What follows belongs to an exercise in optimizing a design on an open flow for a short achievable clock period and few clock cycles; a production flow would make more cautious choices. The RTL was checked by simulation tests, not by an equivalence proof against the original design.

## flow/run.sh

```bash
#!/bin/bash
# synth_recipe.tcl (not shown) runs the flow's synth.tcl, then flattens the netlist and writes it again
# the make line also repeats each setting of config.mk as NAME=value (left out here)
make -C /OpenROAD-flow-scripts/flow DESIGN_CONFIG=/design/flow/config.mk WORK_HOME=/design/flow/orfs CLKGATE_MAP_FILE= SYNTH_SCRIPT=/design/flow/synth_recipe.tcl finish
```

## flow/config.mk

```make
export PLATFORM = sky130hd
export DESIGN_NAME = blocking_sa_cache
export DESIGN_NICKNAME = blocking_sa_cache
export VERILOG_FILES = /design/flow/design.v
export SDC_FILE = /design/flow/constraint.sdc
export NUM_CORES = 4
export LEC_CHECK = 0
export CAP_MARGIN = 20
export CORE_MARGIN = 2
export CORE_UTILIZATION = 40
export SLEW_MARGIN = 20
```

## flow/constraint.sdc

```tcl
create_clock -name core_clock -period 7.0 [get_ports {clk}]
set_input_delay 1.4000 -clock core_clock [delete_from_list [all_inputs] [get_ports {clk}]]
set_output_delay 1.4000 -clock core_clock [all_outputs]
set_load 0.01 [all_outputs]
```

## flow/design.v

```verilog
module blocking_sa_cache #(
  parameter int addr_width_p          = 32,
  parameter int data_width_p          = 32,
  parameter int block_size_in_words_p = 4,
  parameter int sets_p                = 4,
  parameter int ways_p                = 2
) (
  input  logic                                   clk,
  input  logic                                   reset,
  input  logic [2+addr_width_p+data_width_p-1:0] cache_pkt_i,
  input  logic                                   v_i,
  output logic                                   ready_o,
  output logic [data_width_p-1:0]                data_o,
  output logic                                   v_o,
  input  logic                                   yumi_i,
  output logic [addr_width_p:0]                  dma_pkt_o,
  output logic                                   dma_pkt_v_o,
  input  logic                                   dma_pkt_yumi_i,
  input  logic [data_width_p-1:0]                dma_data_i,
  input  logic                                   dma_data_v_i,
  output logic                                   dma_data_ready_o,
  output logic [data_width_p-1:0]                dma_data_o,
  output logic                                   dma_data_v_o,
  input  logic                                   dma_data_yumi_i,
  output logic                                   v_we_o
);
  localparam int off_w       = $clog2(data_width_p / 8);
  localparam int blk_w       = $clog2(block_size_in_words_p);
  localparam int idx_w       = $clog2(sets_p);
  localparam int way_w       = $clog2(ways_p);
  localparam int tag_w       = addr_width_p - idx_w - blk_w - off_w;
  localparam int data_addr_w = idx_w + way_w + blk_w;
  localparam int words_p     = sets_p * ways_p * block_size_in_words_p;
  localparam int pkt_w       = 2 + addr_width_p + data_width_p;
  typedef enum logic [1:0] {OP_LW = 2'b00, OP_SW = 2'b01, OP_TAGST = 2'b10, OP_RSVD = 2'b11} opcode_e;
  typedef enum logic [2:0] {IDLE, LOOKUP, WB_REQ, WB_SEND, FILL_REQ, FILL_RECV} state_e;
  state_e                         state, state_next;
  opcode_e                        req_op;
  logic [addr_width_p-1:0]        req_addr;
  logic [data_width_p-1:0]        req_data;
  logic [tag_w-1:0]               tag_mem [sets_p][ways_p];
  logic [data_width_p-1:0]        data_mem [words_p];
  logic [sets_p-1:0][ways_p-1:0]  valid_bits;
  logic [sets_p-1:0][ways_p-1:0]  dirty_bits;
  logic [sets_p-1:0][way_w-1:0]   victim_cnt;
  logic [way_w-1:0]               victim_way;
  logic [blk_w-1:0]               word_cnt;
  logic [idx_w-1:0]               req_idx;
  logic [tag_w-1:0]               req_tag;
  logic [blk_w-1:0]               req_word;
  logic [way_w-1:0]               tagst_way;
  logic                           hit, inv_found, victim_dirty;
  logic [way_w-1:0]               hit_way, inv_way, miss_way;
  logic [data_addr_w-1:0]         hit_addr, stream_addr;
  logic                           accept, miss_go, sw_write, tagst_write, fill_write, fill_last;
  logic                           last_word;
  logic                           unused_addr_bits;
  assign req_idx     = req_addr[off_w+blk_w +: idx_w];
  assign req_tag     = req_addr[addr_width_p-1 -: tag_w];
  assign req_word    = req_addr[off_w +: blk_w];
  assign tagst_way   = req_data[way_w:1];
  assign hit_addr    = {req_idx, hit_way, req_word};
  assign stream_addr = {req_idx, victim_way, word_cnt};
  assign last_word   = (word_cnt == blk_w'(block_size_in_words_p - 1));
  assign unused_addr_bits = ^req_addr[off_w-1:0];
  always_comb begin
    hit       = 1'b0;
    hit_way   = '0;
    inv_found = 1'b0;
    inv_way   = '0;
    for (int w = ways_p - 1; w >= 0; w--) begin
      if (valid_bits[req_idx][w] && (tag_mem[req_idx][w] == req_tag)) begin
        hit     = 1'b1;
        hit_way = way_w'(w);
      end
      if (!valid_bits[req_idx][w]) begin
        inv_found = 1'b1;
        inv_way   = way_w'(w);
      end
    end
    miss_way     = inv_found ? inv_way : victim_cnt[req_idx];
    victim_dirty = valid_bits[req_idx][miss_way] && dirty_bits[req_idx][miss_way];
  end
  always_comb begin
    state_next       = state;
    ready_o          = 1'b0;
    v_o              = 1'b0;
    data_o           = '0;
    dma_pkt_v_o      = 1'b0;
    dma_pkt_o        = '0;
    dma_data_v_o     = 1'b0;
    dma_data_o       = '0;
    dma_data_ready_o = 1'b0;
    v_we_o           = 1'b0;
    accept           = 1'b0;
    miss_go          = 1'b0;
    sw_write         = 1'b0;
    tagst_write      = 1'b0;
    fill_write       = 1'b0;
    fill_last        = 1'b0;
    if (!reset) begin
      case (state)
        IDLE: begin
          ready_o = 1'b1;
          accept  = v_i;
          if (v_i) state_next = LOOKUP;
        end
        LOOKUP: begin
          case (req_op)
            OP_LW, OP_SW: begin
              if (hit) begin
                v_o = 1'b1;
                if (req_op == OP_LW) data_o = data_mem[hit_addr];
                if (yumi_i) begin
                  state_next = IDLE;
                  if (req_op == OP_SW) begin
                    sw_write = 1'b1;
                    v_we_o   = 1'b1;
                  end
                end
              end else begin
                miss_go    = 1'b1;
                state_next = victim_dirty ? WB_REQ : FILL_REQ;
              end
            end
            OP_TAGST: begin
              v_o = 1'b1;
              if (yumi_i) begin
                tagst_write = 1'b1;
                state_next  = IDLE;
              end
            end
            default: begin
              v_o = 1'b1;
              if (yumi_i) state_next = IDLE;
            end
          endcase
        end
        WB_REQ: begin
          dma_pkt_v_o = 1'b1;
          dma_pkt_o   = {1'b1, tag_mem[req_idx][victim_way], req_idx, {(blk_w+off_w){1'b0}}};
          if (dma_pkt_yumi_i) state_next = WB_SEND;
        end
        WB_SEND: begin
          dma_data_v_o = 1'b1;
          dma_data_o   = data_mem[stream_addr];
          if (dma_data_yumi_i && last_word) state_next = FILL_REQ;
        end
        FILL_REQ: begin
          dma_pkt_v_o = 1'b1;
          dma_pkt_o   = {1'b0, req_addr[addr_width_p-1:blk_w+off_w], {(blk_w+off_w){1'b0}}};
          if (dma_pkt_yumi_i) state_next = FILL_RECV;
        end
        FILL_RECV: begin
          dma_data_ready_o = 1'b1;
          if (dma_data_v_i) begin
            fill_write = 1'b1;
            if (last_word) begin
              fill_last  = 1'b1;
              state_next = LOOKUP;
            end
          end
        end
        default: state_next = IDLE;
      endcase
    end
  end
  always_ff @(posedge clk) begin
    if (reset) begin
      state      <= IDLE;
      req_op     <= OP_LW;
      req_addr   <= '0;
      req_data   <= '0;
      valid_bits <= '0;
      dirty_bits <= '0;
      victim_cnt <= '0;
      victim_way <= '0;
      word_cnt   <= '0;
    end else begin
      state <= state_next;
      if (accept) begin
        req_op   <= opcode_e'(cache_pkt_i[pkt_w-1 -: 2]);
        req_addr <= cache_pkt_i[data_width_p +: addr_width_p];
        req_data <= cache_pkt_i[data_width_p-1:0];
      end
      if (miss_go) victim_way <= miss_way;
      if ((state == WB_SEND && dma_data_yumi_i) || fill_write) word_cnt <= word_cnt + blk_w'(1);
      if (sw_write) dirty_bits[req_idx][hit_way] <= 1'b1;
      if (tagst_write) begin
        valid_bits[req_idx][tagst_way] <= req_data[0];
        dirty_bits[req_idx][tagst_way] <= 1'b0;
      end
      if (fill_last) begin
        valid_bits[req_idx][victim_way] <= 1'b1;
        dirty_bits[req_idx][victim_way] <= 1'b0;
        victim_cnt[req_idx]             <= victim_cnt[req_idx] + way_w'(1);
      end
    end
  end
  always_ff @(posedge clk) begin
    if (sw_write)    data_mem[hit_addr]               <= req_data;
    if (fill_write)  data_mem[stream_addr]            <= dma_data_i;
    if (tagst_write) tag_mem[req_idx][tagst_way]      <= req_tag;
    if (fill_last)   tag_mem[req_idx][victim_way]     <= req_tag;
  end
endmodule
```

==> results.ini <==
[power_and_ir_drop]
switching_power_mw=4.235
ir_drop_v=0.0002651
p_int_mw=13.85
combPwrFrac=0.091
leakage_nw=22.91
p_clk_frac=0.416
swShare=0.2342
power.share.sequential=0.494
power.total_mw=18.08
p_per_area_mw_per_mm2=250.7

[min_path]
hold_path_class=register to register

[global_routing]
grt_pass1_vias=36654
grt_first_pass_wirelength_microns=266300
grt_use_total=0.2365
grt_max_degree=85
antenna_found_initial=4
overflow=0

[sta]
rsz0062_at_grt=false
final_hold_viol_count=0
setup_viol=0
tightest_slew_ns=1.122
relSlewSlack=0.2522
period_minus_slack_ns=6.845
finalMaxSlewViolations=0
clock_skew_ns=0.02457
post-route-period-util=0.9778
max_freq_mhz=146.1
timing.setup.tns_ns=0

[clock_tree]
htree_levels=4
path_clk_slew_ns=0.06
clk_path_buf_depth=3
numCtsBuffers=144
ctsRootBufferMaster=clkbuf_16
cts_tree=built
clk_latency_ns=0.80
hold_buffers=0
clock_sinks=1324

[routing]
ant_nets=0
drc_errors=0
via_per_inst=6.120
wirelength_microns=186200
drt_iter0_drc=3754
wl_per_cell_microns=31.55
num_vias=36125
first_pass_iters=5

[job]
maxCapViolCount=0

[worst_setup_path]
required_ns=5.60
cp-end-kind=primary output
timing_worst_setup_path_type=register to primary output
critPathMaxFanout=21
start_kind=register
arrival_ns=5.44

[logic_synthesis]
synth_fa_ha_area_frac=0.003432
synth-seq-cells=1324
seq_area_frac_synth=0.6266
ys.flop_type=edfxtp_1
synthArstFlopShare=0
syn_area_per_cell_sq_um=17.61
synth_mux_area_frac=0.2544
synth_top_family_by_area=multiplexers
syn_area_sq_mm=0.06198
synth_compound_area_frac=0.03999
synth-warning-count=1
synth-simple-area-share=0.04980
synth_cell_type_count=62
synth_cells=3519
synth-xor-area-share=0.005794
synth_edf_count=1232

[cells_and_area]
layout-drive-gt1-share=0.3012
syn_to_final_growth_pct=16.37
nNetsFinal=3865
final_common_cell=edfxtp_1
final_cell_mix=edfxtp_1 (1232), mux4_2 (616), nand2_1 (345)

[outcome]
status=complete, no violations

[floorplanning]
rows=144
initial_core_util=0.4023
die_x_microns=397.6
die_height_microns=397.6
dieArea_sq_mm=0.1581
io_pins=208
core-area_sq_mm=0.1540

[placement]
hpwlAfterDp_microns=105400
io_buffers=201
globalplace.congestion=0.8240

[cell families after synthesis]
kind of cell	after synthesis
flops	1324
mux	783
simple gates	685
compound gates	365
buf+inv	303
xor+xnor	41
fa+ha+maj	17
other cells	1
[what timing repair did]
| action | CTS | global route |
|---|---|---|
| pin swaps | 0 | 1 |
| buffers inserted | 6 | 5 |
| resized for setup | 2 | 3 |
| endpoints found under the setup margin | 26 | 20 |
| gates cloned | 0 | 1 |
[final cells by class]
cell class | count | area, sq um
diodes | 1 | 2.502
multi-input cells | 1895 | 22090
clock inverters | 77 | 755.7
flip-flops and latches | 1324 | 38870
repair buffers | 353 | 3924
inverters | 25 | 100.1
well taps | 2044 | 2557
fillers | 12845 | 81920
clock buffers | 184 | 3837
[critical path, stage by stage (launching register included)]
cell and delay [ns]:
dfxtp_4 0.45, buf_4 0.20, mux2_2 0.37, a22oi_1 0.24
o2111ai_1 0.17, or4_1 0.51, or4_2 0.74, a41o_4 0.30
buf_12 0.19, buf_12 0.20, mux2_4 0.30, a211oi_2 0.32
clkdlybuf4s50_1 0.63
[metrics by stage]
| step | instances | util | hold slack (ns) | instance area [sq um] | setup WS (ns) |
|---|---|---|---|---|---|
| after global placement | 5627 | 0.4369 | 0.4606 | 67300 | 0.5665 |
| after floorplan | 3522 | - | 0.4485 | 61990 | 2.065 |
| after CTS | 5894 | 0.4673 | 0.4757 | 71980 | 0.01107 |
| after global routing | 5902 | 0.4682 | 0.4882 | 72130 | 0.01556 |
| after detailed placement | 5627 | 0.4369 | 0.4628 | 67300 | 0.5642 |
| final | 5903 | 0.4682 | 0.4736 | 72130 | 0.1552 |
[synth_stat cells, drive strengths merged, types with 7 or more instances]
library cell  count  share of area
nor2            150         0.0091
xor2             13         0.0018
inv              23         0.0014
nor2b             8        0.00081
and2             10         0.0010
clkbuf          202          0.012
a21o              9         0.0011
mux4            616           0.22
mux2i            74          0.012
mux2             93          0.019
buf              76         0.0062
nand3             9        0.00073
nand2b            8        0.00081
a21oi            92         0.0074
dfxtp            92          0.030
and3             37         0.0037
ha               17         0.0034
a211oi           44         0.0076
nand2           355          0.021
edfxtp         1232           0.60
o22ai            92         0.0093
nor3             13         0.0010
o21ai            47         0.0038
xnor2            28         0.0040
nor4             15         0.0015
o31ai            35         0.0047
nand4             7        0.00071
nand3b           54         0.0065
[layer usage]
metal,track usage,up-vias,part of all wire
met4,0.07488,6,0.031
met2,0.3815,1483,0.48
li1,-,14989,-
met1,0.3228,19346,0.41
met3,0.04876,301,0.076
met5,0,-,0.00018
[sequential cells by signal (all words and copies together), names as in the netlist, named ones only]
name and count:
state 3, tag_mem 208, valid_bits 8, req_data 32, word_cnt 2, req_addr 30, dirty_bits 8, data_mem 1024
req_op 2, victim_way 1, victim_cnt 4
[final timing paths]
check                from  cells after the start             end  slack (ns)
min reg2reg  req_data[11]                      2    req_data[11]        0.47
max reg2reg   req_addr[5]                     11  data_mem[8][7]        1.27
max           req_addr[5]                     12       data_o[2]        0.16
min          req_data[11]                      2    req_data[11]        0.47
[power by group through the flow]
stage	clock network (mW)	logic (mW)	registers (mW)
2_1_floorplan	0	1.12	9.02
3_3_place_gp	0	1.60	9.10
3_5_place_dp	0	1.61	9.10
4_1_cts	7.61	1.63	8.93
5_1_grt	7.92	1.77	8.93
6_report	7.51	1.64	8.92
Testbench counts, summed over its fixed seeds: cycles 25,199.

==> afterwards: timing with drivers on the ports <==
The flow's constraints put no driver on any port. The routed layout listed below was extracted and timed again, unchanged, in two steps.
Step 1: set_driving_cell puts a clkbuf_16 on clk and a buf_2 on each other input, an assumption about the parent block.
Step 2 also shifts input and output timing later by t, the mid clock arrival at the registers, as if the neighbouring blocks saw the same clock.
a / b / c = no drivers / after step 1 / after step 2; a / b = the first two.
shift t [ns]: 0.863
slack for setup (ns): 0.155 / 0.075 / 0.938
latest minus earliest clock arrival (ns): 0.024 / 0.025
worst register clock-pin slew, ns: 0.06 / 0.06
worst data-port slew with drivers (ns): 0.22
After both steps setup and hold are still met in this run. For this run, drivers alone change the setup slack by -0.080 ns; drivers and shift together by +0.783 ns.
